What follows belongs to an exercise in optimizing a design on an open flow for small area; a production flow would make more cautious choices. In this exercise RTL edits were held to simulation tests only and were not proved equivalent to the original. Power figures rest on the tool's default switching activity, not on a simulated workload.

run 1:
==> flow/design.v (excerpt) <==
module systolic_result_drain
#(
  parameter int unsigned N          = 8,
  parameter int unsigned DATA_WIDTH = 32
) (
  input  logic                    clk_i,
  input  logic                    rst_i,
  input  logic                    start_i,
  input  logic [N*DATA_WIDTH-1:0] south_i,
  input  logic [N-1:0]            south_valid_i,
  output logic [N*DATA_WIDTH-1:0] out_data_o,
  output logic                    out_valid_o,
  input  logic                    out_ready_i,
  output logic [$clog2(N)-1:0]    out_row_o,
  output logic                    busy_o,
  output logic                    done_o,
  output logic                    overflow_o
);
Size: ~530 I/O pins, roughly 73000 um2 of cells after synthesis.
==> flow/config.mk <==
export PLATFORM = sky130hd
export DESIGN_NAME = systolic_result_drain
export DESIGN_NICKNAME = systolic_result_drain
export VERILOG_FILES = /design/flow/design.v
export SDC_FILE = /design/flow/constraint.sdc
export NUM_CORES = 4
export LEC_CHECK = 0
export CAP_MARGIN = 20
export CORE_MARGIN = 2
export CORE_UTILIZATION = 50
export CTS_BUF_LIST = sky130_fd_sc_hd__clkbuf_8
export CTS_CLUSTER_DIAMETER = 60
export CTS_CLUSTER_SIZE = 16
export SLEW_MARGIN = 20
export SYNTH_HIERARCHICAL = 1
==> flow/constraint.sdc <==
create_clock -name core_clock -period 6.0 [get_ports {clk_i}]
set_input_delay 1.2000 -clock core_clock [delete_from_list [all_inputs] [get_ports {clk_i}]]
set_output_delay 1.2000 -clock core_clock [all_outputs]
set_load 0.01 [all_outputs]
standard.sh (not shown) runs the stock make flow with config.mk's settings and CLKGATE_MAP_FILE= SYNTH_SCRIPT=/design/flow/synth_recipe.tcl, a recipe that flattens the netlist after the stock synthesis.
==> flow/flow/run.sh <==
#!/bin/bash
# The standard layout, with the port buffers made from the smallest buffer
# and a clock tree built from mid-sized buffers and no dummy loads.
set -euo pipefail
export BUFFER_PORTS_ARGS="-buffer_cell sky130_fd_sc_hd__buf_1"
export CTS_ARGS="-sink_clustering_enable -repair_clock_nets -sink_clustering_size 16 -sink_clustering_max_diameter 60 -buf_list sky130_fd_sc_hd__clkbuf_8 -dont_use_dummy_load"
bash standard.sh > standard.log 2>&1
#### Input delta (run 2 over run 1)
- changing CORE_UTILIZATION from 50 to 45
- changing CTS_CLUSTER_SIZE from 16 to 10
- changing CAP_MARGIN from 20 to 5
- changing CTS_BUF_LIST from sky130_fd_sc_hd__clkbuf_8 to sky130_fd_sc_hd__clkbuf_4
- changing SLEW_MARGIN from 20 to 5
- changing CTS_CLUSTER_DIAMETER from 60 to 50
==> flow/flow/run.sh <==
#!/bin/bash
# The standard layout, with the port buffers made from the smallest buffer
# and a clock tree built from small buffers in small clusters, with no dummy loads.
set -euo pipefail
export BUFFER_PORTS_ARGS="-buffer_cell sky130_fd_sc_hd__buf_1"
export CTS_ARGS="-sink_clustering_enable -repair_clock_nets -sink_clustering_size 10 -sink_clustering_max_diameter 50 -buf_list sky130_fd_sc_hd__clkbuf_4 -dont_use_dummy_load"
bash standard.sh > standard.log 2>&1
Findings:
- Summary of run 2 over run 1: buffer share of cell area closely matched the old numbers; number of filler cells placed in the layout increased 2283; core utilization saw a decrease.
- Compared run 1 against run 2; power within noise.
- Going from run 1 to run 2, the worst hold slack was found to have gone down by 0.25 ns.
- In run 2, switching portion of total power is higher than in run 1.
- Compared with run 1, run 2 shows a global-route usage that is 2.0 points lower.
- Comparing the two runs side by side, run 2 comes out behind run 1 on maximum resistive drop on vdd.
- Summary — internal cell power, run 2 relative to run 1: lower, by about 1.3%.
## Diff of input files: run 3 against run 2
- CTS_CLUSTER_DIAMETER now 60, was 50
- CTS_CLUSTER_SIZE now 16, was 10
- CAP_MARGIN now 20, was 5
- CTS_BUF_LIST now sky130_fd_sc_hd__clkbuf_8, was sky130_fd_sc_hd__clkbuf_4
- SLEW_MARGIN now 20, was 5
- CORE_UTILIZATION now 50, was 45
==> flow/flow/run.sh <==
#!/bin/bash
# The standard layout, with the port buffers made from the smallest buffer
# and a clock tree built from mid-sized buffers in small clusters, with no dummy loads.
set -euo pipefail
export BUFFER_PORTS_ARGS="-buffer_cell sky130_fd_sc_hd__buf_1"
export CTS_ARGS="-sink_clustering_enable -repair_clock_nets -sink_clustering_size 16 -sink_clustering_max_diameter 60 -buf_list sky130_fd_sc_hd__clkbuf_8 -dont_use_dummy_load"
bash standard.sh > standard.log 2>&1
### Flow results
- On design area, run 2 tracks run 3 almost exactly.
- Per the comparison of run 3 with run 2, insertion delay to the later sink of the worst-skew pair saw a decrease, fraction of area in registers saw an increase, wire length saw a decrease, tap cell count saw a decrease.
- Shortest clock period the worst path allows after layout for run 3: 0.66 ns down relative to run 2
- Sort run 2 and run 3 by clock power, descending, and run 3 comes first.
- Run comparison: run 2 cell with the largest stage delay on the worst path sky130_fd_sc_hd__dfstp_4; run 3 cell with the largest stage delay on the worst path sky130_fd_sc_hd__dfrtp_4
Changes in run 4 relative to run 3:
- CTS_CLUSTER_SIZE: 16 -> 10
- CTS_CLUSTER_DIAMETER: 60 -> 50
- CTS_BUF_LIST: sky130_fd_sc_hd__clkbuf_8 -> sky130_fd_sc_hd__clkbuf_4
==> flow/flow/run.sh <==
#!/bin/bash
# The standard layout, with the port buffers made from the smallest buffer
# and a clock tree built from mid-sized buffers and no dummy loads.
set -euo pipefail
export BUFFER_PORTS_ARGS="-buffer_cell sky130_fd_sc_hd__buf_1"
export CTS_ARGS="-sink_clustering_enable -repair_clock_nets -sink_clustering_size 10 -sink_clustering_max_diameter 50 -buf_list sky130_fd_sc_hd__clkbuf_4 -dont_use_dummy_load"
bash standard.sh > standard.log 2>&1
Results
Summary of run 4 over run 3: via count of the routed design increased 1.5%; global-route wire length before repair increased about 1.3%. Actual transition at the worst max-transition pin was lower in the run labelled run 4. Run 4 consumes less power than run 3 does. Delta (run 4 minus run 3): worst-case hold slack fell by 0.30 ns; area of all placed cells without fillers went down by about 0.5%. Run 3 → run 4: switching fraction of total power +0.70 points, worst setup slack shrank by 0.28 ns, number of clock buffer instances in the layout saw an increase.

[port drivers added, routing unchanged]
The results above use ideal ports. As a check the final layouts listed here were re-extracted and re-timed, cells and wires unchanged. Step 1 assumes that a clkbuf_16 drives the clock port and a buf_2 every other input. Step 2 adds t to the input delays and takes it off the output delays; t is the mean of the earliest and latest rising clock arrival at the registers after step 1. Input paths then give back, and output paths get back, about the clock's delay inside the block. Three values: ideal, step 1, step 2; two values: the first two.
run	t, ns	slack for setup (ns)	clock arrival spread, ns	worst data-port slew with drivers (ns)
run 1	0.942	1.305 / 1.225 / 2.167	0.090 / 0.090	0.17
run 2	1.343	0.640 / 0.559 / 1.902	0.190 / 0.190	0.18
run 3	0.942	1.305 / 1.225 / 2.167	0.090 / 0.090	0.17
run 4	1.256	1.021 / 0.946 / 2.201	0.158 / 0.157	0.18
After both steps setup and hold are still met in every run listed.
